This design comes from an exercise in tuning for small area on the open sky130 flow, not from production work.
Function was checked by simulation only, so behaviour that the tests miss may differ from the original.
Power and IR drop assume default switching activity.

<file path="design/flow/design.v">
package radar_pkg;
  localparam int word_w = 32;
  localparam int param_bus_w = 4 * word_w;
  localparam int prf_count_w = 2 * word_w;
  localparam logic [word_w-1:0] chirp_count_max_init = 32'h0000_0dff;
  localparam logic [word_w-1:0] chirp_tuning_coef_init = 32'h0000_0001;
  localparam logic [word_w-1:0] chirp_freq_offset_init = 32'h0000_0b00;
  localparam logic [word_w-1:0] chirp_ctrl_word_init = 32'h0000_0020;
  localparam logic [word_w-1:0] prf_int_init = 32'h0000_0000;
  localparam logic [word_w-1:0] prf_frac_init = 32'h1d4c_0000;
  localparam logic [word_w-1:0] adc_sample_count_init = 32'h0000_01fe;
  localparam logic [3:0] process_cycles = 4'd2;
  localparam logic [3:0] overhead_cycles = 4'd2;
  typedef enum logic [2:0] {
    idle     = 3'b000,
    active   = 3'b001,
    chirp    = 3'b010,
    collect  = 3'b011,
    process  = 3'b100,
    overhead = 3'b111
  } gen_state_t;
endpackage
`timescale 1ns/1ps
module param_sync #(
  parameter logic [radar_pkg::word_w-1:0] reset_value = '0
) (
  input  logic                          aclk,
  input  logic                          aresetn,
  input  logic [radar_pkg::word_w-1:0]  din,
  output logic [radar_pkg::word_w-1:0]  dout
);
  logic [radar_pkg::word_w-1:0] din_r;
  logic [radar_pkg::word_w-1:0] din_rr;
  logic [radar_pkg::word_w-1:0] din_rrr;
  always_ff @(posedge aclk) begin
    if (!aresetn) begin
      din_r   <= reset_value;
      din_rr  <= reset_value;
      din_rrr <= reset_value;
    end else begin
      din_r  <= din;
      din_rr <= din_r;
      if (din_rrr != din_rr) begin
        din_rrr <= din_rr;
      end
    end
  end
  assign dout = din_rrr;
endmodule
`timescale 1ns/1ps
module pulse_timers (
  input  logic                          aclk,
  input  logic                          aresetn,
  input  logic [radar_pkg::word_w-1:0]  prf_int,
  input  logic [radar_pkg::word_w-1:0]  prf_frac,
  input  logic [radar_pkg::word_w-1:0]  adc_count,
  input  radar_pkg::gen_state_t         state,
  output logic                          prf_done,
  output logic                          collect_done,
  output logic                          process_done,
  output logic                          overhead_done
);
  logic [radar_pkg::prf_count_w-1:0] prf_count_max;
  logic [radar_pkg::word_w-1:0]      adc_count_max;
  always_ff @(posedge aclk) begin
    if (!aresetn) begin
      prf_count_max <= {radar_pkg::prf_int_init, radar_pkg::prf_frac_init};
      adc_count_max <= radar_pkg::adc_sample_count_init;
    end else begin
      prf_count_max <= {prf_int, prf_frac};
      adc_count_max <= adc_count;
    end
  end
  logic [radar_pkg::prf_count_w-1:0] prf_count;
  logic [radar_pkg::word_w-1:0]      collect_count;
  logic [3:0]             process_count;
  logic [3:0]             overhead_count;
  always_ff @(posedge aclk) begin
    if (!aresetn) begin
      prf_count <= '0;
    end else if (state == radar_pkg::idle) begin
      prf_count <= prf_count_max;
    end else if (state == radar_pkg::active && prf_count != '0) begin
      prf_count <= prf_count - 1'b1;
    end
  end
  always_ff @(posedge aclk) begin
    if (!aresetn) begin
      collect_count <= '0;
    end else if (state == radar_pkg::idle) begin
      collect_count <= adc_count_max;
    end else if (state == radar_pkg::collect && collect_count != '0) begin
      collect_count <= collect_count - 1'b1;
    end
  end
  always_ff @(posedge aclk) begin
    if (!aresetn) begin
      process_count <= '0;
    end else if (state == radar_pkg::idle) begin
      process_count <= radar_pkg::process_cycles;
    end else if (state == radar_pkg::process && process_count != '0) begin
      process_count <= process_count - 1'b1;
    end
  end
  always_ff @(posedge aclk) begin
    if (!aresetn) begin
      overhead_count <= '0;
    end else if (state == radar_pkg::idle) begin
      overhead_count <= radar_pkg::overhead_cycles;
    end else if (state == radar_pkg::overhead && overhead_count != '0) begin
      overhead_count <= overhead_count - 1'b1;
    end
  end
  assign prf_done = (prf_count == '0);
  assign collect_done = (collect_count <= 32'd1);
  assign process_done = (process_count <= 4'd1);
  assign overhead_done = (overhead_count <= 4'd1);
endmodule
`timescale 1ns/1ps
module pulse_sequencer (
  input  logic                   aclk,
  input  logic                   aresetn,
  input  logic                   chirp_ready,
  input  logic                   chirp_active,
  input  logic                   chirp_done,
  input  logic                   prf_done,
  input  logic                   collect_done,
  input  logic                   process_done,
  input  logic                   overhead_done,
  output radar_pkg::gen_state_t  state,
  output logic                   chirp_init,
  output logic                   chirp_enable,
  output logic                   adc_enable
);
  radar_pkg::gen_state_t next_state;
  always_comb begin
    next_state = state;
    case (state)
      radar_pkg::idle: begin
        if (chirp_ready) begin
          next_state = radar_pkg::active;
        end
      end
      radar_pkg::active: begin
        if (chirp_ready && prf_done) begin
          next_state = radar_pkg::chirp;
        end
      end
      radar_pkg::chirp: begin
        if (chirp_done) begin
          next_state = radar_pkg::collect;
        end
      end
      radar_pkg::collect: begin
        if (collect_done) begin
          next_state = radar_pkg::process;
        end
      end
      radar_pkg::process: begin
        if (process_done) begin
          next_state = radar_pkg::overhead;
        end
      end
      radar_pkg::overhead: begin
        if (overhead_done) begin
          next_state = radar_pkg::idle;
        end
      end
      default: begin
        next_state = radar_pkg::idle;
      end
    endcase
  end
  always_ff @(posedge aclk) begin
    if (!aresetn) begin
      state <= radar_pkg::idle;
    end else begin
      state <= next_state;
    end
  end
  always_ff @(posedge aclk) begin
    if (!aresetn) begin
      chirp_enable <= 1'b0;
      chirp_init   <= 1'b0;
      adc_enable   <= 1'b0;
    end else begin
      chirp_enable <= (state == radar_pkg::chirp);
      chirp_init <= (state == radar_pkg::chirp) && !chirp_active && !chirp_enable;
      adc_enable <= (state == radar_pkg::chirp) || (state == radar_pkg::collect);
    end
  end
endmodule
`timescale 1ns/1ps
module radar_pulse_controller (
  input  logic                               aclk,
  input  logic                               aresetn,
  input  logic                               chirp_ready,
  input  logic                               chirp_active,
  input  logic                               chirp_done,
  input  logic [radar_pkg::word_w-1:0]       chirp_time_int,
  input  logic [radar_pkg::word_w-1:0]       chirp_time_frac,
  input  logic [radar_pkg::word_w-1:0]       adc_sample_time,
  input  logic [radar_pkg::param_bus_w-1:0]  chirp_parameters_in,
  output logic [radar_pkg::param_bus_w-1:0]  chirp_parameters_out,
  output logic                               chirp_init,
  output logic                               chirp_enable,
  output logic                               adc_enable
);
  logic [radar_pkg::word_w-1:0] ch_counter_max;
  logic [radar_pkg::word_w-1:0] ch_tuning_coef;
  logic [radar_pkg::word_w-1:0] ch_freq_offset;
  logic [radar_pkg::word_w-1:0] ch_ctrl_word;
  logic [radar_pkg::word_w-1:0] prf_int;
  logic [radar_pkg::word_w-1:0] prf_frac;
  logic [radar_pkg::word_w-1:0] adc_count;
  radar_pkg::gen_state_t gen_state;
  logic       prf_done;
  logic       collect_done;
  logic       process_done;
  logic       overhead_done;
  param_sync #(.reset_value(radar_pkg::chirp_count_max_init)) counter_max_sync_i (
    .aclk(aclk), .aresetn(aresetn),
    .din(chirp_parameters_in[radar_pkg::word_w-1:0]), .dout(ch_counter_max)
  );
  param_sync #(.reset_value(radar_pkg::chirp_tuning_coef_init)) tuning_coef_sync_i (
    .aclk(aclk), .aresetn(aresetn),
    .din(chirp_parameters_in[2*radar_pkg::word_w-1:radar_pkg::word_w]), .dout(ch_tuning_coef)
  );
  param_sync #(.reset_value(radar_pkg::chirp_freq_offset_init)) freq_offset_sync_i (
    .aclk(aclk), .aresetn(aresetn),
    .din(chirp_parameters_in[3*radar_pkg::word_w-1:2*radar_pkg::word_w]), .dout(ch_freq_offset)
  );
  param_sync #(.reset_value(radar_pkg::chirp_ctrl_word_init)) ctrl_word_sync_i (
    .aclk(aclk), .aresetn(aresetn),
    .din(chirp_parameters_in[4*radar_pkg::word_w-1:3*radar_pkg::word_w]), .dout(ch_ctrl_word)
  );
  assign chirp_parameters_out = {ch_ctrl_word, ch_freq_offset, ch_tuning_coef, ch_counter_max};
  param_sync #(.reset_value(radar_pkg::prf_int_init)) prf_int_sync_i (
    .aclk(aclk), .aresetn(aresetn), .din(chirp_time_int), .dout(prf_int)
  );
  param_sync #(.reset_value(radar_pkg::prf_frac_init)) prf_frac_sync_i (
    .aclk(aclk), .aresetn(aresetn), .din(chirp_time_frac), .dout(prf_frac)
  );
  param_sync #(.reset_value(radar_pkg::adc_sample_count_init)) adc_count_sync_i (
    .aclk(aclk), .aresetn(aresetn), .din(adc_sample_time), .dout(adc_count)
  );
  pulse_timers pulse_timers_i (
    .aclk          (aclk),
    .aresetn       (aresetn),
    .prf_int       (prf_int),
    .prf_frac      (prf_frac),
    .adc_count     (adc_count),
    .state         (gen_state),
    .prf_done      (prf_done),
    .collect_done  (collect_done),
    .process_done  (process_done),
    .overhead_done (overhead_done)
  );
  pulse_sequencer pulse_sequencer_i (
    .aclk          (aclk),
    .aresetn       (aresetn),
    .chirp_ready   (chirp_ready),
    .chirp_active  (chirp_active),
    .chirp_done    (chirp_done),
    .prf_done      (prf_done),
    .collect_done  (collect_done),
    .process_done  (process_done),
    .overhead_done (overhead_done),
    .state         (gen_state),
    .chirp_init    (chirp_init),
    .chirp_enable  (chirp_enable),
    .adc_enable    (adc_enable)
  );
endmodule
</file>
<file path="design/flow/run.sh">
#!/bin/bash
# synth_recipe.tcl (not shown) runs the flow's synth.tcl, then flattens the netlist and writes it again
# the make line also repeats each setting of config.mk as NAME=value (left out here)
make -C /OpenROAD-flow-scripts/flow DESIGN_CONFIG=/design/flow/config.mk WORK_HOME=/design/flow/orfs CLKGATE_MAP_FILE= SYNTH_SCRIPT=/design/flow/synth_recipe.tcl finish
</file>
<file path="design/flow/config.mk">
export PLATFORM = sky130hd
export DESIGN_NAME = radar_pulse_controller
export DESIGN_NICKNAME = radar_pulse_controller
export VERILOG_FILES = /design/flow/design.v
export SDC_FILE = /design/flow/constraint.sdc
export NUM_CORES = 4
export LEC_CHECK = 0
export CAP_MARGIN = 20
export CORE_MARGIN = 2
export CORE_UTILIZATION = 40
export SLEW_MARGIN = 20
</file>
<file path="design/flow/constraint.sdc">
create_clock -name core_clock -period 4.0 [get_ports {aclk}]
set_input_delay 0.8000 -clock core_clock [delete_from_list [all_inputs] [get_ports {aclk}]]
set_output_delay 0.8000 -clock core_clock [all_outputs]
set_load 0.01 [all_outputs]
</file>
==> summary.md <==
| Metric | Value |
|---|---|
| Detail Route Antenna Nets | 0 |
| CP max FO | 12 |
| Hold Path Depth | 1 |
| Hold Crit Start | counter_max_sync_i.din_r[8]$_SDFF_PN1_ |
| Dominant cells by area after synthesis | dfxtp_1, and2_1, nand2b_1, o21ai_0, clkbuf_1 |
| Net count, final | around 3.0k |
| R2R Path Start | pulse_timers_i.prf_count[8]$_SDFFE_PN0P_ |
| Biggest regs | pulse_timers_i.prf_count x64, pulse_timers_i.prf_count_max x64 |
| Syn Inst Count | 2421 |
| HPWL after detailed placement | between 30000 and 40000 µm |
| Critical setup path kind | reg2reg |
| Antenna violations before repair | 8 |
| RePlAce Congestion | ~0.86 |
| Worst Reg-to-Reg Cells | 7 |
| Grt ovf | 0 |
| Most frequent cells in the layout | dfxtp_1, and2_1, clkdlybuf4s50_1, o21ai_0, nand2b_1 |
| Fraction of final layout cells sized beyond drive strength 1 | roughly 7.4% |
| Vias in the first global route | 17.1k |
| CTS sink cnt | just under 900 |
| Largest net degree at the start of global routing | 185 |
| Status | complete, no violations |
| Synth unique cells | slightly above 60 |
| First-pass GRT wire length | between 80000 and 90000 µm |
| Synth async-reset ratio | 0% |
| I/O Pins | between 300 and 400 |
| CP Capture Type | flip-flop |
| Yosys top cell by area | dfxtp_1 |
| Routed WL per cell | approximately 15 µm |
| # fillers | 5954 |
| Max Clock Skew | about 16 ps |
| Vias per cell | 4.57 |
| Fmax | 304 MHz |
| Post-route clock period utilization | between 80% and 90% |
| Top_reg_cell synth | dfxtp_1 |
| Final setup TNS | 0 ps |
| RSZ-0062 raised after global routing | false |
| Crit path launch type | flip-flop |
| Post-route minimum period | 3290 ps |
| Crit path from | pulse_timers_i.prf_count[8]$_SDFFE_PN0P_ |
| PD cells | between 500 and 600 nW/µm² |
| CTS Hold Bufs | 0 |
| Synth top area share | between 60% and 70% |
| Die footprint | 69300 µm² |
| Synthesized cell area | 26900 µm² |
| Mean Syn Cell Area | 11.1 µm² |
| Clock transition at the registers of the reported paths | 60 ps |
| Placed Area | roughly 31000 µm² |
| Root Buffer | clkbuf_16 |
| Commonest non-fill, non-tap cell in the layout | dfxtp_1 |
| Worst slew pin tran | slightly below 1000 ps |
| GRT Total Usage | between 10% and 20% |
| Routed WL | roughly 55000 µm |
| P_leak | between 0.01 and 0.015 µW |
| CTS Buf Count | just under 90 |
| Area Growth Syn to Fin | 27.8% |
| DR DRC count | 0 |
| Synth warn | 9 |
| Syn_nets | ~2.7k |
| Slew Limit Fails | 0 |
| Relative slew slack | ~35% |
| Final Hold Viols | 0 |
| Worst hold-check path type | reg2reg |
| Worst Path Required | about 4500 ps |
| Antenna diode count | 0 |
| Initial drt markers | about 950 |
| Sequential fraction of the synthesis area | between 60% and 70% |
| Core area | between 60000 and 70000 µm² |
| Clk latency of the worst-skew pair | approximately 630 ps |
| Crit path DAT | around 3800 ps |
| Final Setup Violations | 0 |
| Number of flops mapped to enable cells by yosys | 0 |
| TritonCTS clock tree | built |
| Setup repair bufs after CTS | 0 |
| Final Core Density | between 50% and 60% |
| Synth Register Bits | about 880 |
| Initial core utilization | between 40% and 50% |
| Cell Rows | 95 |
| Via count | roughly 17k |
| Clock Path Buffers | 3 |
| Final Instance Area | about 34000 µm² |
| DR pass1 iterations | 5 |
| Post_cts resized | 0 |
| Max IR drop VDD | around 370 µV |
| H-tree levels | 3 |
| Die height | between 200 and 300 µm |
| Maxcap violations | 0 |
| I/O Buffers | roughly 360 |
| Die X | 263 µm |
-- cell families after synthesis --
family | after synthesis | synth area share [%]
AND/OR/NAND/NOR | 1076 | 24.7
AO/OA/AOI/OAI | 261 | 5.66
multiplexers | 2 | 0.0837
adder cells (fa/ha/maj) | 9 | 0.419
buffers and inverters | 148 | 2.23
XOR/XNOR | 47 | 1.53
flip-flops | 878 | 65.3
-- per-stage QoR --
step / power (µW) / setup slack [ps] / cells / hold WS, ps
2_1_floorplan: 10100 / 1430 / 2421 / 386
3_3_place_gp: 10600 / 877 / 3537 / 390
4_1_cts: 19300 / 735 / 3701 / 407
6_report: 19000 / 712 / 3701 / 399
3_5_place_dp: 10600 / 755 / 3537 / 392
5_1_grt: 19800 / 494 / 3701 / 419
-- report_power, final --
group / switching [µW] / internal, µW / total [µW] / leakage, µW
logic: 563 / 592 / 1150 / 0.00454
clock network: 3390 / 5220 / 8610 / 0.00153
registers: 146 / 9110 / 9260 / 0.00722
-- per-layer routing --
layer / share of wire [%] / wire, µm / GRT usage, %
met1: 45 / 25000 / 20.2
met2: 44 / 24200 / 24.6
met3: 8.9 / 4910 / 6.09
met4: 2.3 / 1270 / 5.67
met5: 0.12 / 69 / 0
-- area by class of cell --
cell class | instances | area (µm²) | share of cell area [%]
Timing Repair Buffer | 378 | 3800 | 11.1
Inverter | 13 | 48.8 | 0.142
Sequential cell | 878 | 17600 | 51.1
Clock inverter | 41 | 546 | 1.59
Multi-Input combinational cell | 1395 | 8730 | 25.4
Tap cell | 873 | 1090 | 3.18
Clock buffer | 123 | 2570 | 7.47
-- cell usage after synthesis (2+ instances only) --
cell / n
or3_2: 5
buf_2: 6
nor3_2: 2
buf_6: 2
and3_1: 4
o21ai_0: 113
or4_4: 6
o31ai_1: 20
dfxtp_1: 878
or2_2: 11
clkbuf_1: 117
buf_4: 3
and4_1: 4
ha_1: 9
nor4b_1: 5
or3_1: 35
nand2_1: 31
o41ai_1: 2
nor4_2: 4
and2_1: 662
nand2b_1: 108
or4_1: 34
dlygate4sd1_1: 2
a211o_1: 2
a211oi_1: 12
a311oi_1: 2
nand4_1: 8
nor4_1: 33
xnor2_1: 34
nor2_1: 50
a21oi_1: 52
nor3_1: 33
nand4b_1: 2
xor2_1: 13
nand3b_1: 6
o211a_1: 2
buf_1: 5
inv_1: 13
mux2_2: 2
nand3_1: 23
a31oi_1: 41
o211ai_1: 5
-- worst max-delay path: stages (launching register included) --
cell	delay [ps]
dfxtp_1	350
or4_1	610
nor4_1	680
nand4_1	400
nor2_1	570
buf_4	290
or4_1	140
a31oi_1	80
-- final timing paths --
check	end	slack, ps
worst max-delay path	pulse_timers_i.prf_count[51]$_SDFFE_PN0P_	710
worst max register to register	pulse_timers_i.prf_count[51]$_SDFFE_PN0P_	710
worst min register to register	counter_max_sync_i.din_rr[8]$_SDFF_PN1_	400
worst min-delay path	counter_max_sync_i.din_rr[8]$_SDFF_PN1_	400

## separate check: timing with driven ports
The results above use ideal ports. As a check the final layout listed here was re-extracted and re-timed, cells and wires unchanged.
Step 1 (the two cells are an assumption about what drives the block):
set clk [get_ports {aclk}]
set_driving_cell -lib_cell sky130_fd_sc_hd__clkbuf_16 $clk
set_driving_cell -lib_cell sky130_fd_sc_hd__buf_2 [delete_from_list [all_inputs] $clk]
Step 2 also shifts input and output timing later by t, the mid clock arrival at the registers, as if the neighbouring blocks saw the same clock.
a / b / c = no drivers / after step 1 / after step 2; a / b = the first two.
shift t [ns]: 0.685
setup slack, ns: 0.712 / 0.712 / 0.712
hold slack, ns: 0.399 / 0.399 / 0.399
clock arrival spread, ns: 0.023 / 0.023
After both steps setup and hold are still met in this run. For this run, drivers alone change the setup slack by 0.000 ns; drivers and shift together by 0.000 ns.
